From an optimization exercise on the open Yosys and OpenROAD flow, aimed at small area; shortcuts taken in it are not production practice. RTL that was checked went through simulation tests only; none was proved equivalent to the original. Function not checked in runs 4 and 5: the RTL went through the layout flow alone. Power and IR drop assume default switching activity. No driver is modelled on the clock port, so clocking that relies on it looks cheaper here than on a real chip.

### flow/run.sh
#!/bin/bash
# Own layout flow: the standard ORFS flow (standard.sh, with the standard
# synthesis unchanged), with two knobs changed after synthesis:
#  - the port buffers are sky130_fd_sc_hd__buf_1 (buffer_ports -buffer_cell)
#    instead of the resizer's default pick;
#  - the clock tree is built without dummy loads (-dont_use_dummy_load).
# Each step's full output goes to a log of its own in this folder; ORFS also
# keeps its per-step logs under orfs/logs.
set -euo pipefail
CTS="-sink_clustering_enable -repair_clock_nets -sink_clustering_size 30"
CTS="$CTS -sink_clustering_max_diameter 80 -buf_list sky130_fd_sc_hd__clkbuf_16"
CTS="$CTS -dont_use_dummy_load"
bash standard.sh synth > synth.log 2>&1
bash standard.sh "BUFFER_PORTS_ARGS=-buffer_cell sky130_fd_sc_hd__buf_1" \
    "CTS_ARGS=$CTS" finish > layout.log 2>&1
### standard.sh
#!/bin/bash
# synth_recipe.tcl (not shown) runs the flow's synth.tcl, then flattens the netlist and writes it again
# the make line also repeats each setting of config.mk as NAME=value (left out here)
make -C /OpenROAD-flow-scripts/flow DESIGN_CONFIG=/design/flow/config.mk WORK_HOME=/design/flow/orfs CLKGATE_MAP_FILE= SYNTH_SCRIPT=/design/flow/synth_recipe.tcl "${@:-finish}"
### config.mk
export PLATFORM = sky130hd
export DESIGN_NAME = scan_top
export DESIGN_NICKNAME = scan_top
export VERILOG_FILES = /design/flow/design.v
export SDC_FILE = /design/flow/constraint.sdc
export NUM_CORES = 4
export LEC_CHECK = 0
export CAP_MARGIN = 20
export CORE_MARGIN = 2
export CORE_UTILIZATION = 40
export CTS_BUF_LIST = sky130_fd_sc_hd__clkbuf_16
export CTS_CLUSTER_DIAMETER = 80
export CTS_CLUSTER_SIZE = 30
export SLEW_MARGIN = 20
### constraint.sdc
create_clock -name core_clock -period 7.0 [get_ports {w_bus_clk}]
set_input_delay 1.4000 -clock core_clock [delete_from_list [all_inputs] [get_ports {w_bus_clk}]]
set_output_delay 1.4000 -clock core_clock [all_outputs]
set_load 0.01 [all_outputs]
### design.v
`timescale 1ns/1ps
`default_nettype none
module scan_top
#(
    parameter int FIFO_DEPTH = 4
)
(
    input  wire                         w_bus_clk,
    input  wire                         w_adc_rst,
    input  wire [3:0]                   sw,
    input  wire [11:0]      adc_data_0,
    input  wire [11:0]      adc_data_1,
    input  wire [11:0]      adc_data_2,
    input  wire                         sample_strobe,
    input  wire                         dma_on,
    input  wire [27:0]  dma_start_address,
    input  wire [27:0]  dma_buf_size,
    input  wire                         sdram_waitrequest,
    output logic [127:0]             sdram_writedata,
    output logic [27:0]       sdram_address,
    output logic                        sdram_write,
    output logic                        fifo_overflow,
    output logic [15:0]         dma_done_cnt
);
    localparam int CH = 3;
    logic [3:0] sw_q;
    logic [1:0] tm [CH];
    always_ff @(posedge w_bus_clk)
    begin
        if (w_adc_rst)
        begin
            sw_q  <= 4'b1100;
            tm[0] <= 2'd0;
            tm[1] <= 2'd0;
            tm[2] <= 2'd0;
        end
        else
        begin
            sw_q <= sw;
            case (sw_q[3:2])
                2'd0:    tm[0] <= sw_q[1:0];
                2'd1:    tm[1] <= sw_q[1:0];
                2'd2:    tm[2] <= sw_q[1:0];
                default: ;
            endcase
        end
    end
    logic [11:0] ramp_cnt;
    logic [2:0]  lane_idx;
    logic        beat_valid;
    logic        last_lane;
    assign last_lane = (lane_idx == 3'd7);
    always_ff @(posedge w_bus_clk)
    begin
        if (w_adc_rst)
        begin
            ramp_cnt   <= '0;
            lane_idx   <= '0;
            beat_valid <= 1'b0;
        end
        else
        begin
            beat_valid <= sample_strobe && last_lane;
            if (sample_strobe)
            begin
                ramp_cnt <= ramp_cnt + 1'b1;
                lane_idx <= lane_idx + 1'b1;
            end
        end
    end
    logic [27:0] start_q;
    logic [27:0] size_q;
    always_ff @(posedge w_bus_clk)
    begin
        start_q <= dma_start_address;
        size_q  <= dma_buf_size;
    end
    logic [1:0]  grant;
    logic [2:0]  req;
    logic        req_g;
    logic [27:0] idx_g;
    logic [28:0] idx_inc;
    logic        wrap;
    logic [27:0] idx_nxt;
    logic [11:0] src      [CH];
    logic [11:0] beat     [CH][7];
    logic [11:0] mem      [CH][4][8];
    logic [1:0]  wr_ptr   [CH];
    logic [1:0]  rd_ptr   [CH];
    logic [2:0]  fill     [CH];
    logic [27:0] ring_idx [CH];
    logic        full     [CH];
    logic        push     [CH];
    logic        pop      [CH];
    logic [1:0]  wr_nxt   [CH];
    logic [2:0]  fill_nxt [CH];
    logic [15:0] done_cnt;
    logic        ovf_any;
    assign src[0] = (tm[0] == 2'd1) ? ramp_cnt : (tm[0] == 2'd2) ? 12'hAAA :
                    (tm[0] == 2'd3) ? 12'h555 : adc_data_0;
    assign src[1] = (tm[1] == 2'd1) ? ramp_cnt : (tm[1] == 2'd2) ? 12'hAAA :
                    (tm[1] == 2'd3) ? 12'h555 : adc_data_1;
    assign src[2] = (tm[2] == 2'd1) ? ramp_cnt : (tm[2] == 2'd2) ? 12'hAAA :
                    (tm[2] == 2'd3) ? 12'h555 : adc_data_2;
    for (genvar c = 0; c < CH; c++)
    begin : g_ch
        assign full[c] = fill[c][2];
        assign req[c]  = (fill[c] != 3'd0);
        assign push[c] = beat_valid && dma_on && !full[c];
        assign pop[c]  = (grant == 2'(c)) && req[c] && !sdram_waitrequest;
        always_comb
        begin
            if (w_adc_rst || !dma_on)
            begin
                wr_nxt[c]   = 2'd0;
                fill_nxt[c] = 3'd0;
            end
            else
            begin
                wr_nxt[c]   = wr_ptr[c] + 2'(push[c]);
                fill_nxt[c] = fill[c] + 3'(push[c]) - 3'(pop[c]);
            end
        end
        always_ff @(posedge w_bus_clk)
        begin
            wr_ptr[c] <= wr_nxt[c];
            fill[c]   <= fill_nxt[c];
            if (w_adc_rst || !dma_on)
                rd_ptr[c]   <= 2'd0;
            else if (pop[c])
                rd_ptr[c]   <= rd_ptr[c] + 1'b1;
            if (w_adc_rst || !dma_on || pop[c])
                ring_idx[c] <= idx_d;
        end
        for (genvar k = 0; k < 7; k++)
        begin : g_lane
            always_ff @(posedge w_bus_clk)
            begin
                if (sample_strobe && lane_idx == 3'(k))
                    beat[c][k] <= src[c];
            end
        end
        for (genvar i = 0; i < 4; i++)
        begin : g_slot
            for (genvar k = 0; k < 7; k++)
            begin : g_lane
                always_ff @(posedge w_bus_clk)
                begin
                    if (push[c] && wr_ptr[c] == 2'(i))
                        mem[c][i][k] <= beat[c][k];
                end
            end
            always_ff @(posedge w_bus_clk)
            begin
                if (sample_strobe && last_lane && !fill_nxt[c][2] && wr_nxt[c] == 2'(i))
                    mem[c][i][7] <= src[c];
            end
        end
    end
    always_comb
    begin
        case (grant)
            2'd1:    begin req_g = req[1]; idx_g = ring_idx[1]; end
            2'd2:    begin req_g = req[2]; idx_g = ring_idx[2]; end
            default: begin req_g = req[0]; idx_g = ring_idx[0]; end
        endcase
    end
    assign idx_inc = {1'b0, idx_g} + 29'd1;
    logic [28:0] ge;
    always_comb
    begin
        ge[0] = 1'b1;
        for (int i = 0; i < 28; i++)
            ge[i+1] = (idx_inc[i] & ~size_q[i]) | (idx_inc[i] & ge[i]) | (~size_q[i] & ge[i]);
    end
    assign wrap    = idx_inc[28] || ((size_q != 28'd0) && ge[28]);
    assign idx_nxt = wrap ? 28'd0 : idx_inc[27:0];
    logic [27:0] idx_d;
    assign idx_d = (w_adc_rst || !dma_on) ? 28'd0 : idx_nxt;
    always_ff @(posedge w_bus_clk)
    begin
        if (w_adc_rst)
            done_cnt <= '0;
        else if (dma_on && pop[0] && wrap)
            done_cnt <= done_cnt + 1'b1;
    end
    assign dma_done_cnt = done_cnt;
    always_ff @(posedge w_bus_clk)
    begin
        if (w_adc_rst)
        begin
            ovf_any       <= 1'b0;
            fifo_overflow <= 1'b0;
        end
        else
        begin
            ovf_any <= dma_on && beat_valid && (full[0] || full[1] || full[2]);
            if (ovf_any)
                fifo_overflow <= 1'b1;
        end
    end
    logic [1:0] grant_next;
    always_comb
    begin
        case (grant)
            2'd1:    grant_next = req[2] ? 2'd2 : req[0] ? 2'd0 : 2'd1;
            2'd2:    grant_next = req[0] ? 2'd0 : req[1] ? 2'd1 : 2'd2;
            default: grant_next = req[1] ? 2'd1 : req[2] ? 2'd2 : 2'd0;
        endcase
    end
    always_ff @(posedge w_bus_clk)
    begin
        if (w_adc_rst)
            grant <= 2'd0;
        else if (!req_g || !sdram_waitrequest)
            grant <= grant_next;
    end
    logic [27:0] offset;
    logic [95:0] head;
    always_comb
    begin
        case (grant)
            2'd1:    offset = size_q;
            2'd2:    offset = {size_q[26:0], 1'b0};
            default: offset = 28'd0;
        endcase
    end
    assign sdram_write   = req_g;
    logic [27:0] csa_s, csa_c;
    assign csa_s = start_q ^ offset ^ idx_g;
    assign csa_c = (start_q & offset) | (start_q & idx_g) | (offset & idx_g);
    assign sdram_address = csa_s + {csa_c[26:0], 1'b0};
    always_comb
    begin
        head = '0;
        for (int c = 0; c < CH; c++)
            for (int i = 0; i < 4; i++)
                if (grant == 2'(c) && rd_ptr[c] == 2'(i))
                    for (int k = 0; k < 8; k++)
                        head[k*12 +: 12] = head[k*12 +: 12] | mem[c][i][k];
    end
    for (genvar k = 0; k < 8; k++)
    begin : g_out
        assign sdram_writedata[k*16 +: 16] = {4'h0, head[k*12 +: 12]};
    end
endmodule
`default_nettype wire
==> key figures, run 1 <==
Setup path
  • CP cell instances: inv_1, ha_4, buf_4, buf_4, a21oi_4, fa_1, ha_1, inv_1, fa_1, nor2b_1, o21ai_2, a21boi_2, o41ai_2, a21boi_0, o21ai_1, a21oi_2, o41ai_4, a21oi_2, nand2b_1, nand2b_1, a31oi_1, xnor2_1, clkbuf_2
  • FF-to-FF End: done_cnt[15]
  • CP bufs+invs: 5
  • Largest stage delay, worst path: 0.52 ns
  • Largest fanout on the critical path: 8
  • Setup slack, reg-to-reg: 1.47 ns
  • Worst EP required: 5.60 ns
  • Worst r2r src: grant[1]
  • CP top delay family: compound AO/OA/AOI/OAI gates
  • WP data arrival: 5.37 ns
  • Slowest-stage cell, CP: fa_1
  • CP endpoint kind: output port
  • Critical Path Start: grant[0]
  • CP Launch Type: flip-flop
  • Worst setup path class: reg -> out
  • Reg2reg path depth: 21

Floorplan
  • Die Width: 392 um
  • Starting Density: 0.403
  • Core Region: 150,000 um2
  • Die height: 392 um
  • Die ar.: 154,000 um2
  • IO Pins: 275
  • # rows: 142

CTS
  • Num CTS Buffers: 80
  • Clock transition at path regs: 0.11 ns
  • Clock buffer depth: 3
  • H-Tree Depth: 3
  • Sink Count: 1,611
  • Clk Latency, worst-skew pair: 0.75 ns
  • CTS tree: yes
  • CTS root buf: clkbuf_16
  • Hold_buf cts: 0

Global routing
  • First-pass GRT wire length: 239,000 um
  • Vias in the first global route: 33,200
  • Largest net degree at the start of global routing: 85
  • GRT overflow: 0
  • Initial antenna violation count: 12
  • Global Route Usage Sum: 0.218

Logic synthesis
  • Post-synthesis cell count: 3,515
  • Post-synthesis cell area: 60,300 um2
  • Post-synth top flop: edfxtp_1
  • Ys async rst share: 0
  • Syn avg cell area: 17.2 um2
  • Netlist cell types: 87
  • Yosys warns: 14
  • Seq/Total Area, Yosys: 0.781
  • EDFF count, synth: 1,488
  • Synth Register Bits: 1,611

Flow run
  • Max cap viols: 0

Routing
  • Pre-antenna DRT Iters: 6
  • WL/cell: 29.6 um
  • Total number of vias: 33,800
  • Drt drc: 0
  • Final wirelength: 171,000 um
  • DR vias/cell: 5.85
  • Routed Antenna Nets: 0
  • DRT iter0 DRCs: 3,848

Power
  • Leakage: 0.0211 uW
  • Gate power share: 0.041
  • Max IR drop VDD: 0.000179 V
  • P_int: 12,800 uW
  • Sw frac: 0.208
  • Switch Pwr: 3370 uW
  • Power Density: 245 nW/um2
  • Part of the power in the clock network: 0.300
  • Sequential share of power: 0.658

Placed design
  • Inst Count DP: 5,683
  • IO Port Bufs: 242
  • GP Congestion: 0.790
  • Detail Placement HPWL: 92,700 um
  • Placed inst area: 64,000 um2

Layout
  • Finished Cell Area: 66,200 um2
  • P&R area growth vs syn: 9.72%
  • Commonest non-fill, non-tap cell in the layout: edfxtp_1
  • Final net count: 3,951
  • Most frequent cells in the layout: edfxtp_1, a22o_1, a221oi_1, buf_1, nor2_1
  • Layout cells sized above 1: 0.0742
  • # fillers: 13,100
  • Finished Layout Cells: 5,776

Timing
  • Fmax: 148 MHz
  • Max Slew Vio Count: 0
  • Hold Violations, Final: 0
  • Post-layout min period: 6.77 ns
  • Setup Skew: 0.144 ns
  • Period utilisation layout: 0.967
  • Final setup fails: 0
  • Slew headroom: 0.196
  • Tightest Pin Transition: 1.20 ns

Worst hold path
  • Min-delay worst type: reg -> reg
  • Hold Startpoint: beat[6][8]
  • Worst Hold Path EP: mem[14][8]
  • Worst Hold Depth: 0

Run status
  • Outcome: timing/DRC/antenna clean
-- cells in the mapped netlist (all sizes together) (5+ instances only) --
cell | instances | area [um2]
edfxtp | 1488 | 44700
a22o | 304 | 2660
a221oi | 289 | 2530
nor2 | 151 | 567
clkbuf | 140 | 526
dfxtp | 123 | 2460
nand3 | 121 | 606
inv | 119 | 447
nand2 | 116 | 435
o21ai | 75 | 375
buf | 70 | 460
ha | 59 | 738
a21oi | 57 | 312
a22oi | 43 | 328
xnor2 | 43 | 377
fa | 31 | 621
xor2 | 26 | 235
and2 | 24 | 150
nor3 | 23 | 125
mux2i | 22 | 264
and3 | 18 | 113
nor4 | 16 | 143
or3 | 15 | 93.8
nor2b | 13 | 81.3
o31ai | 12 | 95.1
or4 | 11 | 86.3
nand2b | 9 | 56.3
nand4 | 9 | 56.3
or2 | 8 | 50.1
a211oi | 7 | 57.6
o22ai | 7 | 43.8
o21a | 6 | 45.0
a31oi | 5 | 37.5
-- how the worst max path moves through the flow --
stage	end	slack, ns	depth (start not counted)
after floorplan	mem[0][0]	-3.23	2
after global placement	sdram_address[20]	0.29	22
after detailed placement	sdram_address[27]	0.22	22
after CTS	sdram_address[27]	-0.01	22
after global routing	sdram_address[27]	-0.03	23
final	sdram_address[27]	0.23	23
-- logic make-up after synthesis --
kind of cell | Yosys count | synth area share
other cells | 1 | 0.0000621
flops | 1611 | 0.781
xor+xnor | 69 | 0.0101
fa+ha+maj | 94 | 0.0232
mux | 22 | 0.00437
compound gates | 839 | 0.112
simple gates | 550 | 0.0448
buf+inv | 329 | 0.0237
-- stage by stage --
| stage | worst slack, ns | hold slack [ns] | utilization | power, uW | setup TNS [ns] |
|---|---|---|---|---|---|
| floorplan | -3.23 | 0.411 | - | 11200 | -813.60 |
| global placement | 0.288 | 0.442 | 0.427 | 11500 | 0 |
| detailed placement | 0.221 | 0.441 | 0.427 | 11500 | 0 |
| CTS | -0.0140 | 0.439 | 0.441 | 16200 | -0.0140 |
| global route | -0.0320 | 0.460 | 0.442 | 16600 | -0.0320 |
| finish | 0.233 | 0.436 | 0.442 | 16200 | 0 |
-- registers in the layout (all words and copies together), names as in the netlist, 2 cells and up --
| signal | cells |
|---|---|
| mem | 1152 |
| beat | 252 |
| ring_idx | 84 |
| size_q | 28 |
| start_q | 28 |
| done_cnt | 16 |
| ramp_cnt | 12 |
| fill | 9 |
| rd_ptr | 6 |
| tm | 6 |
| wr_ptr | 6 |
| sw_q | 4 |
| lane_idx | 3 |
| grant | 2 |
-- routing by layer --
metal | global-route usage | wire length [um]
met5 | 0 | 0
met4 | 0.0629 | 5180
met3 | 0.0386 | 15100
met1 | 0.300 | 69000
met2 | 0.354 | 81600
-- cell type report --
class / instances / area (um2) / share of cell area
Timing Repair Buffer: 342 / 1910 / 0.0288
Tap cell: 2016 / 2520 / 0.0381
Sequential cell: 1611 / 47100 / 0.712
Inverter: 119 / 447 / 0.00675
Antenna cell: 2 / 5.00 / 0.0000756
Multi-Input combinational cell: 1606 / 12200 / 0.184
Clock buffer: 80 / 2000 / 0.0302
-- power by group through the flow --
stage	Clock [uW]	Sequential, uW	Combinational, uW
5_1_grt	5220	10700	731
4_1_cts	4930	10700	662
2_1_floorplan	0	10800	373
6_report	4860	10700	672
3_3_place_gp	0	10900	650
3_5_place_dp	0	10900	653
-- what timing repair did --
item,CTS,global route
setup endpoints to repair,12,12
buffers inserted,1,10
pin swaps,2,13
resized for setup,10,31
==> run 2: changes to the inputs <==
==> flow/run.sh (replaced) <==
#!/bin/bash
# Own layout flow: the standard ORFS flow (standard.sh) with these changes.
# Synthesis: the standard flow's synthesis script, but ABC maps with flow/area.abc
#   (flow/my_synth.tcl) and Yosys does not pre-extract half/full adder cells
#   (ADDER_MAP_FILE empty), so ABC maps the arithmetic too. Registers are mapped
#   before ABC, exactly as in the standard synthesis.
# Layout: port buffers are sky130_fd_sc_hd__buf_1 (buffer_ports -buffer_cell),
#   and the clock tree is built without dummy loads (-dont_use_dummy_load).
# Each step's full output goes to a log of its own in this folder; ORFS also
# keeps its per-step logs under orfs/logs.
set -euo pipefail
here=$(pwd)
CTS="-sink_clustering_enable -repair_clock_nets -sink_clustering_size 30"
CTS="$CTS -sink_clustering_max_diameter 110 -buf_list sky130_fd_sc_hd__clkbuf_16"
CTS="$CTS -dont_use_dummy_load"
bash standard.sh "SYNTH_SCRIPT=$here/flow/my_synth.tcl" "ADDER_MAP_FILE=" synth > synth.log 2>&1
bash standard.sh "BUFFER_PORTS_ARGS=-buffer_cell sky130_fd_sc_hd__buf_1" \
    "CTS_ARGS=$CTS" finish > layout.log 2>&1
==> flow/area.abc (new file) <==
&get -n
&st
&syn2
&dch
&nf -R 1000
&put
==> flow/my_synth.tcl (new file) <==
# The standard synthesis (synth_recipe.tcl in the work folder), with ABC's
# final mapping run with flow/area.abc (an area-recovering mapping) in place of
# ORFS's speed script. Registers are mapped before ABC runs, so they are the
# standard synthesis's.
set my_dir [file dirname [file normalize [info script]]]
proc abc {args} {
  set i [lsearch -exact $args -script]
  if {$i >= 0} {
    lset args [expr {$i + 1}] [file join $::my_dir area.abc]
  }
  yosys abc {*}$args
}
source [file join $my_dir .. synth_recipe.tcl]
--- a/config.mk
+++ b/config.mk
@@ -8,4 +8,3 @@
 export CAP_MARGIN = 20
-export CORE_MARGIN = 2
-export CORE_UTILIZATION = 40
+export CORE_AREA = 2.3 2.72 390.08 388.96
 export CTS_BUF_LIST = sky130_fd_sc_hd__clkbuf_16
@@ -13,2 +12,3 @@
 export CTS_CLUSTER_SIZE = 30
+export DIE_AREA = 0 0 392.42 392.42
 export SLEW_MARGIN = 20
==> run 2 against run 1 <==
  * Now fails the layout checks on setup timing
  * Total power fell by 4.6%
  * Clock skew fell by 0.053 ns
  * First-iteration DRC count rose by 22%
  * Die area did not move
  * Global-route usage fell by 1.2 points
  * Synthesized area fell by 4.0%
  * Count of clock-buffer cells in the layout fell by 20
  * Critical endpoint unchanged
  * Highest routed layer is now met5
==> key figures, run 2 <==
Layout
  • Finished Layout Cells: 5,778
  • Final net count: 3,865
  • Top reg by flops: mem
  • Commonest non-fill, non-tap cell in the layout: edfxtp_1
  • Most frequent cells in the layout: edfxtp_1, nand2_1, a222oi_1, buf_1, buf_4
  • Post-route core utilization: 0.434
  • Top flop regs: mem (1152), beat (252), ring_idx (84)
  • Number of flip-flops in the largest register: 1,152
  • Layout cells sized above 1: 0.0957
  • Antenna Cells: 0
  • P&R area growth vs syn: 12.3%

Worst hold path
  • Hold Startpoint: beat[6][7]
  • Min-delay worst type: reg -> reg
  • Worst Hold Depth: 0
  • Worst Hold Path EP: mem[22][7]

Timing
  • Tightest Pin Transition: 1.11 ns
  • PnR worst setup slack: -0.0681 ns
  • Max Slew Vio Count: 0
  • Slew headroom: 0.252
  • Post-layout min period: 7.07 ns
  • Setup TNS: -0.0681 ns
  • Final setup fails: 1
  • RSZ-0062 raised after global routing: true
  • Setup Skew: 0.0906 ns
  • Final hold slack: 0.449 ns
  • Fmax: 141 MHz
  • Period utilisation layout: 1.01
  • Hold Violations, Final: 0

Power
  • Power Density: 237 nW/um2
  • P_int: 12,300 uW
  • Sequential share of power: 0.689
  • Leakage: 0.0202 uW
  • Part of the power in the clock network: 0.275
  • Gate power share: 0.037
  • Sw frac: 0.205
  • Max IR drop VDD: 0.000228 V
  • Switch Pwr: 3160 uW

Routing
  • Total number of vias: 33,500
  • Final wirelength: 162,000 um
  • WL/cell: 28.1 um
  • DRT iter0 DRCs: 4,686
  • Routed Antenna Nets: 0
  • Pre-antenna DRT Iters: 8
  • Drt drc: 0
  • DR vias/cell: 5.80

CTS
  • CTS tree: yes
  • Sink Count: 1,611
  • Clk Latency, worst-skew pair: 0.76 ns
  • H-Tree Depth: 2
  • Num CTS Buffers: 60
  • Hold_buf cts: 0
  • CTS root buf: clkbuf_16
  • Clock buffer depth: 3
  • Clock transition at path regs: 0.11 ns

Logic synthesis
  • Netlist cell types: 46
  • Synth top area share: 0.772
  • Syn avg cell area: 17.7 um2
  • Synth Register Bits: 1,611
  • Largest cells by area after synthesis: edfxtp_1, dfxtp_1, a222oi_1
  • Ys async rst share: 0
  • Yosys warns: 14
  • Post-synth top flop: edfxtp_1
  • Post-synthesis cell area: 57,900 um2
  • EDFF count, synth: 1,488
  • Largest area contributor in the netlist: edfxtp_1
  • Most common cell in the netlist: edfxtp_1
  • Seq/Total Area, Yosys: 0.814
  • Post-synthesis cell count: 3,270
  • Synth top cells by count: edfxtp_1, nand2_1, a222oi_1

Setup path
  • Worst EP required: 5.60 ns
  • FF-to-FF End: done_cnt[15]
  • Worst setup path class: reg -> out
  • Reg2reg path depth: 42
  • Worst r2r src: grant[0]
  • CP endpoint kind: output port
  • Slowest-stage cell, CP: dfxtp_4
  • Setup slack, reg-to-reg: 0.14 ns
  • Critical Path Start: grant[0]
  • WP data arrival: 5.67 ns
  • Largest fanout on the critical path: 6
  • Largest stage delay, worst path: 0.39 ns
  • CP Launch Type: flip-flop

Placed design
  • IO Port Bufs: 242
  • Inst Count DP: 5,675
  • Place WS: -0.101 ns
  • GP Congestion: 0.817
  • Detail Placement HPWL: 89,900 um

Floorplan
  • # rows: 142
  • Starting Density: 0.387
  • Die Width: 392 um
  • IO Pins: 275
  • Die ar.: 154,000 um2
  • Die height: 392 um
  • Core Region: 150,000 um2

Flow run
  • Max cap viols: 0

Global routing
  • Global Route Usage Sum: 0.206
  • GRT overflow: 0
  • Vias in the first global route: 32,400
  • First-pass GRT wire length: 229,000 um
  • Initial antenna violation count: 11
  • Largest net degree at the start of global routing: 97

Run status
  • Fail Reasons: setup timing
  • Outcome: failed layout checks
==> run 2: worst max-delay path: cells and delay by family, from the launching register on <==
family                     cells  cell delay [ns]
AOI/OAI and AO/OA             15             2.27
xor gates and xnor gates       2             0.27
adders and majority gates      1             0.32
buffers and inverters          5             0.67
DFF                            1             0.39
and+or+nand+nor               10             1.03
==> run 2: timing repair <==
item	4_1_cts	5_1_grt
setup buffers	26	17
endpoints found under the setup margin	10	13
resized for setup	43	36
pin swaps	56	37
==> run 2: stage by stage <==
step / total power [uW] / cell area [um2]
after CTS: 15500 / 64800
after global routing: 15900 / 65100
after floorplan: 11100 / 58200
final: 15400 / 65100
after detailed placement: 11400 / 62900
after global placement: 11400 / 62900
==> run 2: final cells by class <==
| class | instances | area, um2 |
|---|---|---|
| fill | 13100 | 84700 |
| sequential | 1611 | 47200 |
| multi-input combinational | 1642 | 11200 |
| timing repair buffer | 433 | 2590 |
| tap | 2016 | 2520 |
| clock buffer | 60 | 1500 |
| inverter | 16 | 60.1 |
==> run 2: cells by family (layout without fill, tap and decap cells) <==
kind of cell             after synthesis  after routing  synth area share
adder cells (fa/ha/maj)               18             18           0.00311
multiplexers                           4              4          0.000691
AO/OA/AOI/OAI                        656            656            0.0911
other                                  1             32         0.0000648
flip-flops                          1611           1611             0.814
buffers and inverters                 48            509           0.00519
AND/OR/NAND/NOR                      803            803            0.0662
XOR/XNOR                             129            129            0.0195
==> run 2: metal layers <==
metal,share of wire,GRT usage
met1,0.40,0.293
met2,0.46,0.325
met3,0.11,0.0413
met4,0.024,0.0484
met5,0.00078,0
==> run 2: worst max-delay path by stage <==
stage                              to  slack, ns  cells after the start
floorplan                  mem[48][0]      -3.98                      2
global placement         done_cnt[15]      -0.13                     41
detailed placement       done_cnt[15]      -0.10                     41
CTS                 sdram_address[27]     -0.008                     32
global route             done_cnt[15]      -0.38                     42
finish              sdram_address[27]      -0.07                     33
==> run 2: power groups by stage <==
stage	Sequential, uW	Combinational [uW]	Clock [uW]
finish	10600	569	4240
global route	10600	613	4620
CTS	10600	551	4330
detailed placement	10800	516	0
global placement	10800	516	0
floorplan	10800	282	0
==> run 3: changes to the inputs <==
--- a/flow/run.sh
+++ b/flow/run.sh
@@ -13,3 +13,3 @@
 CTS="-sink_clustering_enable -repair_clock_nets -sink_clustering_size 30"
-CTS="$CTS -sink_clustering_max_diameter 110 -buf_list sky130_fd_sc_hd__clkbuf_16"
+CTS="$CTS -sink_clustering_max_diameter 80 -buf_list sky130_fd_sc_hd__clkbuf_16"
 CTS="$CTS -dont_use_dummy_load"
==> run 3 against run 2 <==
  * Still fails the layout checks on setup timing
  * Setup slack improved by 0.048 ns
  * Non-clock buffer count increased by 3
  * Critical path depth unchanged
  * Synthesized cell count unchanged
==> key figures, run 3 <==
Layout
  • Number of flip-flops in the largest register: 1,152
  • Top reg by flops: mem
  • Antenna Cells: 0
  • Commonest non-fill, non-tap cell in the layout: edfxtp_1
  • Top flop regs: mem (1152), beat (252), ring_idx (84)
  • Most frequent cells in the layout: edfxtp_1, nand2_1, a222oi_1, buf_1, buf_4
  • Finished Cell Area: 65,300 um2
  • Layout cells sized above 1: 0.0996
  • Post-route core utilization: 0.436
  • Final net count: 3,877
  • P&R area growth vs syn: 12.8%

CTS
  • Sink Count: 1,611
  • Clk Latency, worst-skew pair: 0.73 ns
  • Num CTS Buffers: 69
  • CTS tree: yes
  • CTS root buf: clkbuf_16
  • Hold_buf cts: 0
  • H-Tree Depth: 3
  • Clock transition at path regs: 0.11 ns
  • Clock buffer depth: 3

Timing
  • Setup Skew: 0.129 ns
  • Hold Violations, Final: 0
  • Tightest Pin Transition: 1.14 ns
  • Max Slew Vio Count: 0
  • PnR worst setup slack: -0.0198 ns
  • Final setup fails: 1
  • Fmax: 142 MHz
  • Period utilisation layout: 1.00
  • Slew headroom: 0.232
  • Setup TNS: -0.0198 ns
  • Post-layout min period: 7.02 ns
  • RSZ-0062 raised after global routing: true

Logic synthesis
  • Ys async rst share: 0
  • Yosys warns: 14
  • Largest cells by area after synthesis: edfxtp_1, dfxtp_1, a222oi_1
  • Most common cell in the netlist: edfxtp_1
  • Synth top area share: 0.772
  • Synth Register Bits: 1,611
  • EDFF count, synth: 1,488
  • Largest area contributor in the netlist: edfxtp_1
  • Post-synthesis cell area: 57,900 um2
  • Seq/Total Area, Yosys: 0.814
  • Synth top cells by count: edfxtp_1, nand2_1, a222oi_1
  • Syn avg cell area: 17.7 um2
  • Post-synth top flop: edfxtp_1
  • Netlist cell types: 46
  • Post-synthesis cell count: 3,270

Routing
  • Total number of vias: 33,500
  • DR vias/cell: 5.78
  • Final wirelength: 163,000 um
  • Pre-antenna DRT Iters: 8
  • M1 wire length: 66,100 um
  • Met2 WL: 74,900 um
  • Routed Antenna Nets: 0
  • Drt drc: 0
  • Max layer used: met5
  • WL/cell: 28.1 um
  • Met3 WL: 17,900 um
  • DRT iter0 DRCs: 4,959

Global routing
  • Largest net degree at the start of global routing: 97
  • GRT overflow: 0
  • Initial antenna violation count: 9
  • Vias in the first global route: 32,400
  • First-pass GRT wire length: 229,000 um
  • Global Route Usage Sum: 0.207

Setup path
  • CP endpoint kind: output port
  • Worst EP required: 5.60 ns
  • Worst setup path class: reg -> out
  • CP Launch Type: flip-flop
  • Slowest-stage cell, CP: dfxtp_4
  • CP dominant cell by count: buf_6
  • WP data arrival: 5.62 ns
  • Largest stage delay, worst path: 0.39 ns
  • Largest fanout on the critical path: 6

Power
  • Final total power: 15,700 uW
  • Leakage: 0.0203 uW
  • Power Density: 241 nW/um2
  • Max IR drop VDD: 0.000240 V

Floorplan
  • Core Region: 150,000 um2
  • Die Width: 392 um
  • # rows: 142
  • IO Pins: 275
  • Die height: 392 um
  • Die ar.: 154,000 um2
  • Starting Density: 0.387

Worst hold path
  • Min-delay worst type: reg -> reg

Run status
  • Fail Reasons: setup timing
  • Outcome: failed layout checks

Placed design
  • IO Port Bufs: 242
  • Place WS: -0.101 ns
  • Placed inst area: 62,900 um2
  • Detail Placement HPWL: 89,900 um
  • GP Congestion: 0.817

Flow run
  • Max cap viols: 0
run 3: cell counts after synthesis:
Identical to the previous run, type by type.
run 3: per-layer routing:
metal,GRT usage,up-vias
met5,0,-
met4,0.0469,16
met3,0.0472,203
met2,0.325,1765
met1,0.293,17100
li1,-,14400
run 3: cells by family (layout without fill, tap and decap cells):
kind of cell / count (synthesis) / after routing / share of synthesized area
xor gates and xnor gates: 129 / 129 / 0.0195
muxes: 4 / 4 / 0.000691
adders and majority gates: 18 / 18 / 0.00311
AOI/OAI and AO/OA: 656 / 656 / 0.0911
buffers and inverters: 48 / 521 / 0.00519
other: 1 / 32 / 0.0000648
DFF: 1611 / 1611 / 0.814
and+or+nand+nor: 803 / 803 / 0.0662
run 3: worst max-delay path, delay by kind of cell (launching register included):
kind	cells	cell delay, ns
adder cells (fa/ha/maj)	1	0.32
XOR/XNOR	3	0.47
flip-flops	1	0.39
AND/OR/NAND/NOR	9	0.83
AO/OA/AOI/OAI	14	2.10
buffers and inverters	6	0.79
run 3: area by class of cell:
class | count | area, um2
Timing Repair Buffer | 436 | 2620
Multi-Input combinational cell | 1642 | 11200
Fill cell | 13100 | 84500
Sequential cell | 1611 | 47200
Clock buffer | 69 | 1730
Inverter | 16 | 60.1
Tap cell | 2016 | 2520
run 3: path summary, 6_finish.rpt:
kind                                 start           endpoint  slack [ns]  cells past startpoint
worst max register to register    grant[0]       done_cnt[15]        0.15                     42
worst min-delay path            beat[6][7]         mem[14][7]        0.44                      0
worst max-delay path              grant[1]  sdram_address[27]       -0.02                     33
worst min register to register  beat[6][7]         mem[14][7]        0.44                      0
run 3: per-stage QoR:
step,std cells,hold WS (ns)
4_1_cts,5770,0.446
2_1_floorplan,3301,0.411
6_report,5790,0.439
3_3_place_gp,5675,0.428
3_5_place_dp,5675,0.435
5_1_grt,5790,0.465
run 3: power breakdown:
part | leakage, uW | internal (uW) | switching [uW] | total, uW
Sequential | 0.0146 | 10600 | 79.0 | 10600
Combinational | 0.00487 | 190 | 382 | 572
Clock | 0.000850 | 1780 | 2740 | 4520
run 3: what timing repair did:
item	in CTS	in global routing
resized for setup	43	45
setup endpoints to repair	10	13
setup buffers	26	20
pin swaps	56	36
==> run 4: changes to the inputs <==
--- a/design.v
+++ b/design.v
@@ -70,9 +70,5 @@
     end
-    logic [27:0] start_q;
     logic [27:0] size_q;
     always_ff @(posedge w_bus_clk)
-    begin
-        start_q <= dma_start_address;
-        size_q  <= dma_buf_size;
-    end
+        size_q <= dma_buf_size;
     logic [1:0]  grant;
@@ -210,10 +206,16 @@
     end
-    always_ff @(posedge w_bus_clk)
-    begin
-        if (w_adc_rst)
-            grant <= 2'd0;
+    logic [1:0] grant_d;
+    always_comb
+    begin
+        if (w_adc_rst)
+            grant_d = 2'd0;
         else if (!req_g || !sdram_waitrequest)
-            grant <= grant_next;
-    end
-    logic [27:0] offset;
+            grant_d = grant_next;
+        else
+            grant_d = grant;
+    end
+    always_ff @(posedge w_bus_clk)
+        grant <= grant_d;
+    logic [27:0] offset_d;
+    logic [27:0] base_q;
     logic [95:0] head;
@@ -221,13 +223,12 @@
     begin
-        case (grant)
-            2'd1:    offset = size_q;
-            2'd2:    offset = {size_q[26:0], 1'b0};
-            default: offset = 28'd0;
+        case (grant_d)
+            2'd1:    offset_d = dma_buf_size;
+            2'd2:    offset_d = {dma_buf_size[26:0], 1'b0};
+            default: offset_d = 28'd0;
         endcase
     end
+    always_ff @(posedge w_bus_clk)
+        base_q <= dma_start_address + offset_d;
     assign sdram_write   = req_g;
-    logic [27:0] csa_s, csa_c;
-    assign csa_s = start_q ^ offset ^ idx_g;
-    assign csa_c = (start_q & offset) | (start_q & idx_g) | (offset & idx_g);
-    assign sdram_address = csa_s + {csa_c[26:0], 1'b0};
+    assign sdram_address = base_q + idx_g;
     always_comb
--- a/flow/run.sh
+++ b/flow/run.sh
@@ -13,3 +13,3 @@
 CTS="-sink_clustering_enable -repair_clock_nets -sink_clustering_size 30"
-CTS="$CTS -sink_clustering_max_diameter 80 -buf_list sky130_fd_sc_hd__clkbuf_16"
+CTS="$CTS -sink_clustering_max_diameter 110 -buf_list sky130_fd_sc_hd__clkbuf_16"
 CTS="$CTS -dont_use_dummy_load"
--- a/config.mk
+++ b/config.mk
@@ -9,5 +9,2 @@
 export CORE_AREA = 2.3 2.72 390.08 388.96
-export CTS_BUF_LIST = sky130_fd_sc_hd__clkbuf_16
-export CTS_CLUSTER_DIAMETER = 80
-export CTS_CLUSTER_SIZE = 30
 export DIE_AREA = 0 0 392.42 392.42
==> run 4 against run 3 <==
  * Maximum frequency decreased by 7.2%
  * Highest routed layer unchanged
  * The layout still fails its checks (setup timing)
  * Clock skew down 0.0077 ns
  * Sequential power hardly changed
  * Combinational power is 6.8% lower
  * Core utilization down 0.13 points
  * Largest cell class unchanged
  * Total power fell by 2.2%
  * Register-to-register slack lost 0.56 ns
  * Sequential share of layout area up 0.22 points
==> key figures, run 4 <==
Run status
  • Outcome: failed layout checks
  • Fail Reasons: setup timing

Timing
  • Max Slew Vio Count: 0
  • PnR worst setup slack: -0.568 ns
  • Tightest Pin Transition: 1.11 ns
  • Period utilisation layout: 1.08
  • Final setup fails: 11
  • Fmax: 132 MHz
  • Setup TNS: -2.75 ns
  • Hold Violations, Final: 0
  • Setup Skew: 0.122 ns
  • Post-layout min period: 7.57 ns
  • RSZ-0062 raised after global routing: true
  • Slew headroom: 0.255

Layout
  • Most frequent cells in the layout: edfxtp_1, nand2_1, a222oi_1, buf_1, nor2_1
  • Antenna Cells: 0
  • P&R area growth vs syn: 12.1%
  • Multi-input gate area: 11,400 um2
  • Finished Layout Cells: 5,824
  • Number of flip-flops in the largest register: 1,152
  • Final net count: 3,911
  • Top reg by flops: mem
  • Commonest non-fill, non-tap cell in the layout: edfxtp_1
  • Register Area: 47,200 um2
  • Layout cells sized above 1: 0.0940
  • Top flop regs: mem (1152), beat (252), ring_idx (84)
  • # fillers: 13,200

Routing
  • Final wirelength: 160,000 um
  • Routed Antenna Nets: 0
  • DR vias/cell: 5.74
  • Total number of vias: 33,400
  • Drt drc: 0
  • WL/cell: 27.5 um
  • DRT iter0 DRCs: 4,803
  • Pre-antenna DRT Iters: 9

CTS
  • Clock transition at path regs: 0.11 ns
  • H-Tree Depth: 2
  • Sink Count: 1,611
  • CTS tree: yes
  • Clock buffer depth: 3
  • CTS root buf: clkbuf_16
  • Num CTS Buffers: 61
  • Clk Latency, worst-skew pair: 0.75 ns

Setup path
  • Worst r2r src: grant[1]
  • CP Launch Type: flip-flop
  • Largest fanout on the critical path: 5
  • Largest stage delay, worst path: 0.41 ns
  • Setup slack, reg-to-reg: -0.41 ns
  • FF-to-FF End: done_cnt[15]
  • CP dominant cell by count: nand2b_1
  • Worst EP required: 5.60 ns
  • WP data arrival: 6.17 ns
  • Reg2reg path depth: 46
  • CP endpoint kind: output port
  • Worst setup path class: reg -> out
  • Slowest-stage cell, CP: dfxtp_4

Logic synthesis
  • Synth top area share: 0.769
  • Largest area contributor in the netlist: edfxtp_1
  • Post-synthesis cell area: 58,100 um2
  • Netlist cell types: 49
  • Post-synth top flop: edfxtp_1
  • Synth top cells by count: edfxtp_1, nand2_1, a222oi_1
  • Post-synthesis cell count: 3,321
  • Seq/Total Area, Yosys: 0.812
  • Most common cell in the netlist: edfxtp_1
  • EDFF count, synth: 1,488
  • Synth Register Bits: 1,611
  • Ys async rst share: 0
  • Yosys warns: 14
  • Largest cells by area after synthesis: edfxtp_1, dfxtp_1, a222oi_1
  • Syn avg cell area: 17.5 um2

Placed design
  • Place WS: -0.540 ns
  • GP Congestion: 0.800
  • Inst Count DP: 5,742
  • IO Port Bufs: 242
  • Detail Placement HPWL: 87,500 um

Power
  • Max IR drop VDD: 0.000247 V
  • Leakage: 0.0201 uW
  • Power Density: 236 nW/um2

Worst hold path
  • Hold Startpoint: beat[19][1]
  • Min-delay worst type: reg -> reg
  • Worst Hold Depth: 0
  • Worst Hold Path EP: mem[93][1]

Floorplan
  • Core Region: 150,000 um2
  • Starting Density: 0.388
  • Die height: 392 um
  • Die Width: 392 um
  • Die ar.: 154,000 um2
  • IO Pins: 275
  • # rows: 142

Global routing
  • Vias in the first global route: 32,800
  • First-pass GRT wire length: 228,000 um
  • GRT overflow: 0
  • Initial antenna violation count: 7
  • Largest net degree at the start of global routing: 97
  • Global Route Usage Sum: 0.204

Flow run
  • Max cap viols: 0
## run 4: changes by cell type after synthesis, sizes merged, moves of 11 or more
cell,before,now
o22a,25,0
and3,55,25
nand2,323,348
a22oi,77,146
nor2,172,203
o21ai,106,79
and4,57,96
xor2,39,55
xnor2,90,75
a221oi,47,3
a22o,57,27
nand3,42,53
o22ai,14,32
## run 4: report_power, final
group | switching, uW | total (uW) | internal, uW
Clock | 2670 | 4230 | 1560
Sequential | 69.3 | 10600 | 10600
Combinational | 363 | 533 | 170
Total | 3100 | 15400 | 12300
## run 4: repair_timing
item                       in CTS  in global routing
cloned                          0                  0
pin swaps                      37                 17
setup endpoints to repair      16                 24
setup buffers                  29                  9
hold buffers                    0                  0
resized for setup              36                 29
## run 4: logic make-up after synthesis
family	after synthesis	synth area share
AOI/OAI and AO/OA	645	0.0881
muxes	4	0.000689
and+or+nand+nor	869	0.0723
xor gates and xnor gates	130	0.0196
adders and majority gates	14	0.00241
buffers and inverters	47	0.00511
other	1	0.0000646
DFF	1611	0.812
## run 4: metrics by stage
stage	utilization	hold slack, ns	area (um2)	total power [uW]
floorplan	-	0.411	58400	11100
global placement	0.422	0.439	63200	11300
detailed placement	0.422	0.436	63200	11300
CTS	0.434	0.413	65000	15500
global route	0.435	0.440	65100	15800
finish	0.435	0.398	65100	15400
## run 4: final cells by class
class,count,area share
Clock buffer,61,0.0234
Tap cell,2016,0.0387
Inverter,15,0.000884
Sequential cell,1611,0.724
Multi-Input combinational cell,1694,0.175
Timing Repair Buffer,427,0.0381
## run 4: how the worst max path moves through the flow
stage,startpoint,to,slack (ns)
finish,grant[1],sdram_address[26],-0.57
global placement,grant[1],done_cnt[15],-0.56
CTS,grant[1],sdram_address[26],-0.69
detailed placement,grant[1],sdram_address[26],-0.54
floorplan,dma_on,mem[80][0],-4.02
global route,grant[1],sdram_address[26],-1.15
## run 4: worst max-delay path: cells and delay by family (launching register included)
kind,cells,cell delay [ns]
flip-flops,1,0.41
AND/OR/NAND/NOR,10,1.26
XOR/XNOR,1,0.15
buffers and inverters,4,0.37
adder cells (fa/ha/maj),3,0.85
AO/OA/AOI/OAI,15,2.45
## run 4: layer usage
metal | GRT usage | up-vias | part of all wire
li1 | - | 14500 | -
met1 | 0.285 | 17000 | 0.40
met2 | 0.335 | 1698 | 0.47
met3 | 0.0349 | 184 | 0.10
met4 | 0.0431 | 12 | 0.021
met5 | 0 | - | 0.00050
==> run 5: changes to the inputs <==
--- a/flow/run.sh
+++ b/flow/run.sh
@@ -2,3 +2,4 @@
 # Own layout flow: the standard ORFS flow (standard.sh) with these changes.
-# Synthesis: the standard flow's synthesis script, but ABC maps with flow/area.abc
+# Synthesis: the standard flow's synthesis script, but ABC maps with flow/area.abc outside
+#   the sdram_address / base_q cones
 #   (flow/my_synth.tcl) and Yosys does not pre-extract half/full adder cells
==> flow/my_synth.tcl (replaced) <==
# The standard synthesis (synth_recipe.tcl in the work folder), with ABC's
# final mapping split in two:
#  - the logic feeding sdram_address and the base_q registers (the paths with
#    little slack) is mapped with ORFS's own speed script, as in the standard
#    synthesis;
#  - all other logic is mapped with flow/area.abc, an area-recovering script.
# Registers are mapped before ABC runs, so they are the standard synthesis's.
set my_dir [file dirname [file normalize [info script]]]
proc abc {args} {
  set i [lsearch -exact $args -script]
  if {$i < 0} {
    yosys abc {*}$args
    return
  }
  set cone {o:sdram_address c:base_q* %ci1:+sky130_fd_sc_hd__dfxtp_1[D] %u}
  lappend cone {%ci*:-sky130_fd_sc_hd__dfxtp_1[D]:-sky130_fd_sc_hd__edfxtp_1[D,DE]}
  yosys select -set speed_cone {*}$cone
  yosys abc {*}$args @speed_cone
  lset args [expr {$i + 1}] [file join $::my_dir area.abc]
  yosys abc {*}$args
}
source [file join $my_dir .. synth_recipe.tcl]
==> run 5 against run 4 <==
  * The layout still fails its checks (setup timing)
  * Synthesized cell count increased by 1.6%
  * Critical path depth grew 8
  * Count of clock-buffer cells in the layout stayed put
  * Via count increased by 2.3%
  * Maximum frequency is 3.1% higher
  * Hold slack got worse by 0.0035 ns
  * Final area increased by 1.8%
==> key figures, run 5 <==
Routing
  • DRT iter0 DRCs: 4,610
  • DR vias/cell: 5.81
  • WL/cell: 27.7 um
  • Routed Antenna Nets: 0
  • Pre-antenna DRT Iters: 9
  • Final wirelength: 163,000 um
  • Drt drc: 0
  • Total number of vias: 34,200

Layout
  • Commonest non-fill, non-tap cell in the layout: edfxtp_1
  • Finished Cell Area: 66,300 um2
  • # fillers: 13,100
  • Final net count: 3,961
  • Register Area: 47,200 um2
  • Layout cells sized above 1: 0.116
  • Number of flip-flops in the largest register: 1,152
  • Finished Layout Cells: 5,875
  • P&R area growth vs syn: 12.2%
  • Most frequent cells in the layout: edfxtp_1, a222oi_1, buf_1, nand2_1, buf_4
  • Top reg by flops: mem
  • Top flop regs: mem (1152), beat (252), ring_idx (84)
  • Multi-input gate area: 12,200 um2

Setup path
  • CP endpoint kind: flip-flop
  • Slowest-stage cell, CP: or4_4
  • Worst setup path class: reg -> reg
  • Worst EP required: 7.55 ns
  • WP data arrival: 7.89 ns
  • CP dominant cell by count: o21ai_1
  • Largest fanout on the critical path: 6
  • Largest stage delay, worst path: 0.57 ns
  • CP Launch Type: flip-flop

Power
  • Sequential share of power: 0.689
  • Gate power share: 0.036
  • Switch Pwr: 3110 uW
  • Part of the power in the clock network: 0.275
  • Leakage: 0.0210 uW
  • P_int: 12,300 uW
  • Sw frac: 0.202
  • Power Density: 232 nW/um2
  • Max IR drop VDD: 0.000258 V

Floorplan
  • # rows: 142
  • Die height: 392 um
  • Die Width: 392 um
  • Starting Density: 0.395
  • Die ar.: 154,000 um2
  • IO Pins: 275
  • Core Region: 150,000 um2

Global routing
  • Largest net degree at the start of global routing: 97
  • Global Route Usage Sum: 0.205
  • Vias in the first global route: 33,200
  • GRT overflow: 0
  • First-pass GRT wire length: 229,000 um
  • Initial antenna violation count: 9

CTS
  • CTS root buf: clkbuf_16
  • Hold_buf cts: 0
  • Clk Latency, worst-skew pair: 0.70 ns
  • Clock buffer depth: 3
  • CTS tree: yes
  • Sink Count: 1,611
  • Num CTS Buffers: 61
  • H-Tree Depth: 2
  • Clock transition at path regs: 0.11 ns

Placed design
  • GP Congestion: 0.808
  • IO Port Bufs: 242
  • Inst Count DP: 5,764
  • Detail Placement HPWL: 90,100 um
  • Place WS: -0.439 ns
  • Placed inst area: 63,900 um2

Timing
  • Max Slew Vio Count: 0
  • Setup Skew: 0.113 ns
  • Period utilisation layout: 1.05
  • Tightest Pin Transition: 1.17 ns
  • Final setup fails: 5
  • Hold Violations, Final: 0
  • Post-layout min period: 7.34 ns
  • Slew headroom: 0.213
  • RSZ-0062 raised after global routing: true
  • Fmax: 136 MHz
  • PnR worst setup slack: -0.343 ns

Logic synthesis
  • Largest cells by area after synthesis: edfxtp_1, dfxtp_1, a222oi_1
  • Most common cell in the netlist: edfxtp_1
  • Post-synthesis cell count: 3,373
  • Seq/Total Area, Yosys: 0.797
  • Synth top cells by count: edfxtp_1, a222oi_1, nand2_1
  • Post-synthesis cell area: 59,100 um2
  • Yosys warns: 14
  • Ys async rst share: 0
  • EDFF count, synth: 1,488
  • Synth Register Bits: 1,611
  • Post-synth top flop: edfxtp_1
  • Synth top area share: 0.756
  • Netlist cell types: 87
  • Syn avg cell area: 17.5 um2
  • Largest area contributor in the netlist: edfxtp_1

Worst hold path
  • Min-delay worst type: reg -> reg

Flow run
  • Max cap viols: 0

Run status
  • Outcome: failed layout checks
  • Fail Reasons: setup timing
## run 5: cell count changes after synthesis, moves of 51 or more
cell	before	now
nand2_1	348	187
a21oi_1	54	138
and4_1	96	2
nor2_1	203	148
a22oi_1	146	78
a221oi_1	3	54
## run 5: through the flow
| stage | setup TNS, ns | hold slack (ns) | power (uW) | utilization |
|---|---|---|---|---|
| final | -1.34 | 0.395 | 15400 | 0.443 |
| after CTS | -5.11 | 0.401 | 15500 | 0.440 |
| after global placement | -1.53 | 0.433 | 11400 | 0.427 |
| after floorplan | -150.97 | 0.411 | 11100 | - |
| after detailed placement | -1.58 | 0.438 | 11400 | 0.427 |
| after global routing | -4.78 | 0.424 | 15800 | 0.443 |
## run 5: layout make-up
class,instances,area share
clock buffers,61,0.0230
well taps,2016,0.0380
repair buffers,444,0.0403
inverters,50,0.00287
multi-input cells,1692,0.185
flip-flops and latches,1611,0.711
diodes,1,0.0000377
## run 5: kinds of logic after synthesis
family	after synthesis	synth area share
other	1	0.0000634
XOR/XNOR	129	0.0195
buffers and inverters	104	0.00956
flip-flops	1611	0.797
AND/OR/NAND/NOR	675	0.0554
adder cells (fa/ha/maj)	36	0.00633
multiplexers	52	0.00887
AO/OA/AOI/OAI	765	0.103
## run 5: metal layers
metal | track usage | vias up | share of wire
li1 | - | 14800 | -
met1 | 0.294 | 17500 | 0.41
met2 | 0.331 | 1647 | 0.47
met3 | 0.0298 | 172 | 0.095
met4 | 0.0454 | 10 | 0.022
met5 | 0 | - | 0.00033
## run 5: critical path, delay by kind of cell, from the launching register on
family                   cells  cell delay, ns
flip-flops                   1            0.40
adder cells (fa/ha/maj)      3            0.93
AO/OA/AOI/OAI               18            1.86
XOR/XNOR                     2            0.25
buffers and inverters        2            0.22
AND/OR/NAND/NOR             16            3.58
## run 5: final timing paths
kind	from	end	slack [ns]	depth (start not counted)
hold reg to reg	beat[5][1]	mem[13][1]	0.39	0
setup / recovery	grant[1]	done_cnt[15]	-0.34	41
setup reg to reg	grant[1]	done_cnt[15]	-0.34	41
hold / removal	beat[5][1]	mem[13][1]	0.39	0
## run 5: repair_timing
item | 4_1_cts | 5_1_grt
endpoints found under the setup margin | 6 | 111
resized for setup | 77 | 51
setup buffers | 33 | 14
cloned | 0 | 3
pin swaps | 28 | 30
## run 5: power by group through the flow
stage               registers, uW  clock network, uW  logic (uW)
global route                10600               4610         599
CTS                         10600               4320         543
floorplan                   10800                  0         291
global placement            10800                  0         531
detailed placement          10800                  0         536
finish                      10600               4230         557
==> run 6: changes to the inputs <==
--- a/design.v
+++ b/design.v
@@ -70,6 +70,11 @@
     end
+    logic [27:0] start_q;
     logic [27:0] size_q;
     always_ff @(posedge w_bus_clk)
-        size_q <= dma_buf_size;
+    begin
+        start_q <= dma_start_address;
+        size_q  <= dma_buf_size;
+    end
     logic [1:0]  grant;
+    logic [2:0]  gsel;    
     logic [2:0]  req;
@@ -158,6 +163,8 @@
         case (grant)
-            2'd1:    begin req_g = req[1]; idx_g = ring_idx[1]; end
-            2'd2:    begin req_g = req[2]; idx_g = ring_idx[2]; end
-            default: begin req_g = req[0]; idx_g = ring_idx[0]; end
+            2'd1:    req_g = req[1];
+            2'd2:    req_g = req[2];
+            default: req_g = req[0];
         endcase
+        idx_g = ({28{gsel[0]}} & ring_idx[0]) | ({28{gsel[1]}} & ring_idx[1]) |
+                ({28{gsel[2]}} & ring_idx[2]);
     end
@@ -206,16 +213,16 @@
     end
-    logic [1:0] grant_d;
-    always_comb
-    begin
-        if (w_adc_rst)
-            grant_d = 2'd0;
+    always_ff @(posedge w_bus_clk)
+    begin
+        if (w_adc_rst)
+        begin
+            grant <= 2'd0;
+            gsel  <= 3'b001;
+        end
         else if (!req_g || !sdram_waitrequest)
-            grant_d = grant_next;
-        else
-            grant_d = grant;
-    end
-    always_ff @(posedge w_bus_clk)
-        grant <= grant_d;
-    logic [27:0] offset_d;
-    logic [27:0] base_q;
+        begin
+            grant <= grant_next;
+            gsel  <= 3'b001 << grant_next;
+        end
+    end
+    logic [27:0] offset;
     logic [95:0] head;
@@ -223,12 +230,9 @@
     begin
-        case (grant_d)
-            2'd1:    offset_d = dma_buf_size;
-            2'd2:    offset_d = {dma_buf_size[26:0], 1'b0};
-            default: offset_d = 28'd0;
-        endcase
-    end
-    always_ff @(posedge w_bus_clk)
-        base_q <= dma_start_address + offset_d;
+        offset = ({28{gsel[1]}} & size_q) | ({28{gsel[2]}} & {size_q[26:0], 1'b0});
+    end
     assign sdram_write   = req_g;
-    assign sdram_address = base_q + idx_g;
+    logic [27:0] csa_s, csa_c;
+    assign csa_s = start_q ^ offset ^ idx_g;
+    assign csa_c = (start_q & offset) | (start_q & idx_g) | (offset & idx_g);
+    assign sdram_address = csa_s + {csa_c[26:0], 1'b0};
     always_comb
@@ -238,3 +242,3 @@
             for (int i = 0; i < 4; i++)
-                if (grant == 2'(c) && rd_ptr[c] == 2'(i))
+                if (gsel[c] && rd_ptr[c] == 2'(i))
                     for (int k = 0; k < 8; k++)
==> flow/run.sh (replaced) <==
#!/bin/bash
# Own layout flow: the standard ORFS flow (standard.sh, with the standard
# synthesis unchanged), with two knobs changed after synthesis:
#  - the port buffers are sky130_fd_sc_hd__buf_1 (buffer_ports -buffer_cell)
#    instead of the resizer's default pick;
#  - the clock tree is built without dummy loads (-dont_use_dummy_load).
# Each step's full output goes to a log of its own in this folder; ORFS also
# keeps its per-step logs under orfs/logs.
set -euo pipefail
CTS="-sink_clustering_enable -repair_clock_nets -sink_clustering_size 30"
CTS="$CTS -sink_clustering_max_diameter 100 -buf_list sky130_fd_sc_hd__clkbuf_16"
CTS="$CTS -dont_use_dummy_load"
bash standard.sh synth > synth.log 2>&1
bash standard.sh "BUFFER_PORTS_ARGS=-buffer_cell sky130_fd_sc_hd__buf_1" \
    "CTS_ARGS=$CTS" finish > layout.log 2>&1
--- a/config.mk
+++ b/config.mk
@@ -8,4 +8,5 @@
 export CAP_MARGIN = 20
-export CORE_AREA = 2.3 2.72 390.08 388.96
-export DIE_AREA = 0 0 392.42 392.42
+export CORE_MARGIN = 2
+export CORE_UTILIZATION = 50
+export PLACE_DENSITY = 0.8
 export SLEW_MARGIN = 20
removed: flow/area.abc
removed: flow/my_synth.tcl
==> run 6 against run 5 <==
  * Sequential share of layout area is 1.8 points higher
  * Now clean on timing, DRC and antenna
  * Non-clock buffer count is 128 lower
  * Synthesized cell count is 2.7% higher
  * Die area is 20% lower
  * Synthesized area is 1.8% higher
  * Highest routed layer unchanged
  * Critical endpoint is now sdram_address[27]
  * Global-route usage is 4.8 points higher
  * Critical path type is now reg -> out
  * Combinational power is 5.4% higher
  * Critical path depth is 26 lower
  * Hold slack better by 0.057 ns
  * First-iteration DRC count is 14% higher
  * Core utilization is 9.9 points higher
  * Final area is 2.3% lower
==> key figures, run 6 <==
Run status
  • Outcome: timing/DRC/antenna clean

CTS
  • Clock buffer depth: 3
  • H-Tree Depth: 2
  • Clock transition at path regs: 0.11 ns
  • CTS root buf: clkbuf_16
  • Hold_buf cts: 0
  • Sink Count: 1,614
  • Num CTS Buffers: 61
  • Clk Latency, worst-skew pair: 0.74 ns
  • CTS tree: yes

Setup path
  • WP data arrival: 5.29 ns
  • Slowest-stage cell, CP: a222oi_1
  • Largest stage delay, worst path: 0.90 ns
  • CP Launch Type: flip-flop
  • Worst EP required: 5.60 ns
  • Largest fanout on the critical path: 20
  • CP endpoint kind: output port
  • Worst setup path class: reg -> out
  • CP cell instances: a222oi_1, inv_1, fa_1, ha_1, o21a_1, o21ai_1, a221oi_1, o31a_1, o31a_1, o2111ai_1, a31o_2, o2111ai_1, a21oi_1, xnor2_1, buf_1

Placed design
  • GP Congestion: 0.896
  • Inst Count DP: 5,203
  • IO Port Bufs: 242
  • Detail Placement HPWL: 88,300 um

Logic synthesis
  • Netlist cell types: 76
  • Yosys warns: 14
  • Post-synthesis cell area: 60,200 um2
  • Most common cell in the netlist: edfxtp_1
  • Post-synth top flop: edfxtp_1
  • Largest area contributor in the netlist: edfxtp_1
  • Synth top area share: 0.742
  • Synth Register Bits: 1,614
  • Largest cells by area after synthesis: edfxtp_1, a22o_1, a221oi_1
  • EDFF count, synth: 1,488
  • Syn avg cell area: 17.4 um2
  • Seq/Total Area, Yosys: 0.784
  • Ys async rst share: 0
  • Synth top cells by count: edfxtp_1, a22o_1, a221oi_1
  • Post-synthesis cell count: 3,463

Timing
  • Post-layout min period: 6.69 ns
  • Slew headroom: 0.179
  • Max Slew Vio Count: 0
  • Final setup fails: 0
  • Fmax: 149 MHz
  • Tightest Pin Transition: 1.23 ns
  • Period utilisation layout: 0.956
  • Setup Skew: 0.0999 ns
  • Final hold slack: 0.452 ns
  • Hold Violations, Final: 0

Floorplan
  • Starting Density: 0.503
  • # rows: 127
  • Die height: 351 um
  • IO Pins: 275
  • Core Region: 120,000 um2
  • Die ar.: 123,000 um2
  • Die Width: 351 um

Layout
  • Top flop regs: mem (1152), beat (252), ring_idx (84)
  • Number of flip-flops in the largest register: 1,152
  • Final net count: 3,850
  • Commonest non-fill, non-tap cell in the layout: edfxtp_1
  • Finished Layout Cells: 5,273
  • P&R area growth vs syn: 7.57%
  • Top reg by flops: mem
  • Most frequent cells in the layout: edfxtp_1, a22o_1, a221oi_1, buf_1, nor2_1
  • Layout cells sized above 1: 0.0585

Routing
  • DR vias/cell: 6.51
  • Pre-antenna DRT Iters: 7
  • Drt drc: 0
  • Final wirelength: 158,000 um
  • Routed Antenna Nets: 0
  • Total number of vias: 34,300
  • DRT iter0 DRCs: 5,263
  • WL/cell: 29.9 um

Global routing
  • Initial antenna violation count: 11
  • GRT overflow: 0
  • Largest net degree at the start of global routing: 88
  • Vias in the first global route: 33,900
  • First-pass GRT wire length: 226,000 um
  • Global Route Usage Sum: 0.253

Power
  • Max IR drop VDD: 0.000271 V
  • Leakage: 0.0207 uW
  • Power Density: 238 nW/um2

Flow run
  • Max cap viols: 0

Worst hold path
  • Min-delay worst type: reg -> reg
-- run 6: changes by cell type in the layout (fill, tap and decap cells not counted), moves of 59 or more --
cell      previous run  this run
nand2_1            185       114
buf_4              180        58
ha_1                 0        59
a22oi_1             77         8
a22o_1              67       314
a21oi_1            132        38
a221oi_1            53       289
a222oi_1           239        28
-- run 6: stage by stage --
step / instance area (um2) / worst slack (ns) / total power, uW / util / setup TNS (ns)
after floorplan: 60300 / -3.96 / 11200 / - / -1479.62
after global placement: 63200 / 0.959 / 11400 / 0.528 / 0
after detailed placement: 63200 / 0.904 / 11500 / 0.528 / 0
after CTS: 64700 / 0.149 / 15400 / 0.541 / 0
after global routing: 64800 / -0.00755 / 15800 / 0.541 / -0.00755
final: 64800 / 0.309 / 15400 / 0.541 / 0
-- run 6: worst max-delay path: cells and delay by family, from the launching register on --
kind / cells / cell delay (ns)
AO/OA/AOI/OAI: 10 / 2.82
adder cells (fa/ha/maj): 2 / 0.86
flip-flops: 1 / 0.46
buffers and inverters: 2 / 0.36
XOR/XNOR: 1 / 0.13
-- run 6: worst paths after layout --
path	startpoint	endpoint	slack [ns]	cells past startpoint
worst max-delay path	gsel[1]	sdram_address[27]	0.31	15
worst max register to register	gsel[0]	ring_idx[1][13]	1.10	13
worst min-delay path	beat[3][0]	mem[27][0]	0.45	0
worst min register to register	beat[3][0]	mem[27][0]	0.45	0
-- run 6: cell families (layout without fill, tap and decap cells) --
group,after synthesis,in the layout,synth area share
AOI/OAI and AO/OA,822,822,0.114
and+or+nand+nor,560,560,0.0452
xor gates and xnor gates,67,67,0.00975
DFF,1614,1614,0.784
buffers and inverters,285,448,0.0206
other,1,36,0.0000623
adders and majority gates,91,91,0.0227
muxes,23,23,0.00409
-- run 6: per-layer routing --
layer,routed length [um],vias to the layer above,share of wire,global-route usage
met1,56500,17100,0.36,0.341
met3,22200,331,0.14,0.0608
li1,-,14300,-,-
met5,63,-,0.00040,0
met4,5870,10,0.037,0.0854
met2,73000,2637,0.46,0.407
-- run 6: cell type report --
| cell class | instances | area [um2] |
|---|---|---|
| diodes | 4 | 10.0 |
| fillers | 8918 | 54900 |
| well taps | 1612 | 2020 |
| flip-flops and latches | 1614 | 47200 |
| multi-input cells | 1595 | 12100 |
| inverters | 71 | 267 |
| clock buffers | 61 | 1530 |
| repair buffers | 316 | 1670 |
-- run 6: report_power, final --
| part | leakage [uW] | switching, uW | internal (uW) | total, uW |
|---|---|---|---|---|
| registers | 0.0146 | 81.2 | 10600 | 10700 |
| clock network | 0.000752 | 2620 | 1560 | 4180 |
| logic | 0.00536 | 419 | 169 | 587 |
-- run 6: timing repair --
item / in CTS / in global routing
gates resized for setup: 0 / 2
buffers inserted: 0 / 5
endpoints found under the setup margin: 0 / 4
==> run 7: changes to the inputs <==
--- a/config.mk
+++ b/config.mk
@@ -9,3 +9,3 @@
 export CORE_MARGIN = 2
-export CORE_UTILIZATION = 50
+export CORE_UTILIZATION = 40
 export PLACE_DENSITY = 0.8
==> run 7 against run 6 <==
  * Global-route usage down 4.5 points
  * Count of clock-buffer cells in the layout did not move
  * First-iteration DRC count fell by 1.2%
  * Critical path depth grew 1
  * Hold slack worse by 0.038 ns
  * Setup slack lost 0.074 ns
  * Sequential power is essentially flat
  * Synthesized area unchanged
  * Wire length is 3.7% higher
  * Via count rose by 1.2%
  * Non-clock buffer count grew 17
  * Critical endpoint unchanged
  * Highest routed layer unchanged
==> key figures, run 7 <==
Layout
  • Most frequent cells in the layout: edfxtp_1, a22o_1, a221oi_1, buf_1, nor2_1
  • Top reg by flops: mem
  • Top flop regs: mem (1152), beat (252), ring_idx (84)
  • P&R area growth vs syn: 8.51%
  • Layout cells sized above 1: 0.0604
  • Number of flip-flops in the largest register: 1,152
  • # fillers: 12,600
  • Commonest non-fill, non-tap cell in the layout: edfxtp_1
  • Final net count: 3,867

Global routing
  • Vias in the first global route: 34,500
  • Met2 usage in global routing: 0.344
  • Global Route Usage Sum: 0.208
  • Busiest grt layer: met2
  • GRT overflow: 0
  • Met1 Track Usage GR: 0.264
  • Met3 usage: 0.0497
  • Largest net degree at the start of global routing: 85
  • First-pass GRT wire length: 233,000 um
  • Initial antenna violation count: 11

Logic synthesis
  • Largest area contributor in the netlist: edfxtp_1
  • Syn avg cell area: 17.4 um2
  • Netlist cell types: 76
  • Most common cell in the netlist: edfxtp_1
  • Synth top area share: 0.742
  • Post-synthesis cell area: 60,200 um2
  • Ys async rst share: 0
  • Post-synthesis cell count: 3,463
  • Seq/Total Area, Yosys: 0.784
  • Post-synth top flop: edfxtp_1
  • EDFF count, synth: 1,488
  • Largest cells by area after synthesis: edfxtp_1, a22o_1, a221oi_1
  • Synth Register Bits: 1,614
  • Synth top cells by count: edfxtp_1, a22o_1, a221oi_1
  • Yosys warns: 14

Setup path
  • CP Launch Type: flip-flop
  • Worst r2r src: gsel[0]
  • CP endpoint kind: output port
  • Largest fanout on the critical path: 28
  • Critical Path Start: gsel[1]
  • WP data arrival: 5.37 ns
  • Worst EP required: 5.60 ns
  • Worst setup path class: reg -> out

Placed design
  • IO Port Bufs: 242
  • GP Congestion: 0.921
  • Detail Placement HPWL: 93,500 um

Power
  • P_int: 12,300 uW
  • Power Density: 237 nW/um2
  • Leakage: 0.0208 uW
  • Part of the power in the clock network: 0.272
  • Gate power share: 0.039
  • Sw frac: 0.204
  • Switch Pwr: 3150 uW
  • Sequential share of power: 0.689
  • Max IR drop VDD: 0.000213 V

Floorplan
  • Starting Density: 0.402
  • # rows: 142
  • Die ar.: 154,000 um2
  • Die height: 392 um
  • IO Pins: 275
  • Die Width: 392 um
  • Core Region: 150,000 um2

Flow run
  • Max cap viols: 0

Timing
  • Post-layout min period: 6.77 ns
  • Final setup fails: 0
  • Final hold slack: 0.414 ns
  • Hold Violations, Final: 0
  • Setup Skew: 0.0987 ns
  • Fmax: 148 MHz
  • Max Slew Vio Count: 0
  • Slew headroom: 0.137
  • Tightest Pin Transition: 1.29 ns
  • Setup TNS: 0 ns
  • Period utilisation layout: 0.967

CTS
  • CTS tree: yes
  • Clock buffer depth: 3
  • Cts repair resizes: 0
  • H-Tree Depth: 2
  • Num CTS Buffers: 61
  • Post-CTS Setup Repair Bufs: 0
  • Hold_buf cts: 0
  • Sink Count: 1,614
  • Clock transition at path regs: 0.11 ns
  • Clk Latency, worst-skew pair: 0.76 ns
  • CTS root buf: clkbuf_16

Run status
  • Outcome: timing/DRC/antenna clean

Routing
  • Routed Antenna Nets: 0
  • Final wirelength: 164,000 um
  • Total number of vias: 34,800
  • Pre-antenna DRT Iters: 6
  • DR vias/cell: 6.10
  • DRT iter0 DRCs: 5,200
  • WL/cell: 28.7 um
  • Drt drc: 0

Worst hold path
  • Min-delay worst type: reg -> reg
  • Hold Startpoint: beat[10][11]
## run 7: kinds of logic (layout without fill, tap and decap cells)
logic type	after synthesis	after routing	share of synthesized area
AOI/OAI and AO/OA	822	822	0.114
xor gates and xnor gates	67	67	0.00975
adders and majority gates	91	91	0.0227
buffers and inverters	285	465	0.0206
DFF	1614	1614	0.784
muxes	23	23	0.00409
other	1	37	0.0000623
and+or+nand+nor	560	560	0.0452
## run 7: worst paths after layout
kind | endpoint | slack (ns) | depth (start not counted)
setup / recovery | sdram_address[27] | 0.23 | 16
hold / removal | mem[59][11] | 0.41 | 0
setup reg to reg | ring_idx[2][13] | 1.01 | 13
hold reg to reg | mem[59][11] | 0.41 | 0
## run 7: critical path, stage by stage, from the launching register on
cell	delay [ns]
dfxtp_2	0.38
buf_4	0.25
a222oi_1	0.64
inv_1	0.15
fa_1	0.49
ha_1	0.38
o21a_1	0.20
o21ai_0	0.29
a221oi_1	0.14
o31a_1	0.30
o31a_1	0.30
o2111ai_1	0.30
a31o_2	0.24
o2111ai_1	0.12
a21oi_1	0.20
xnor2_1	0.13
buf_1	0.16
## run 7: stage by stage
stage          total power (uW)  std cells   util  worst slack [ns]  area (um2)
2_1_floorplan             11200       3494      -             -3.96       60300
3_3_place_gp              11400       5617  0.426             0.933       63700
3_5_place_dp              11500       5617  0.426             0.918       63700
4_1_cts                   15500       5678  0.436             0.156       65200
5_1_grt                   15800       5690  0.437           -0.0622       65300
6_report                  15500       5695  0.437             0.234       65300
## run 7: area by class of cell
cell class | instances | area (um2) | share of cell area
antenna | 5 | 12.5 | 0.000192
clock buffer | 61 | 1530 | 0.0234
inverter | 71 | 267 | 0.00408
multi-input combinational | 1595 | 12000 | 0.184
sequential | 1614 | 47200 | 0.723
tap | 2016 | 2520 | 0.0386
timing repair buffer | 333 | 1760 | 0.0269
## run 7: per-layer routing
layer  up-vias  share of wire
met4         4          0.044
li1      14300              -
met1     17400           0.34
met3       363           0.14
met2      2735           0.47
met5         -        0.00016
## run 7: power by group through the flow
stage	clock network (uW)	registers, uW	logic [uW]
after global routing	4500	10700	636
after floorplan	0	10900	337
final	4210	10700	598
after CTS	4210	10700	579
after detailed placement	0	10900	575
after global placement	0	10900	562
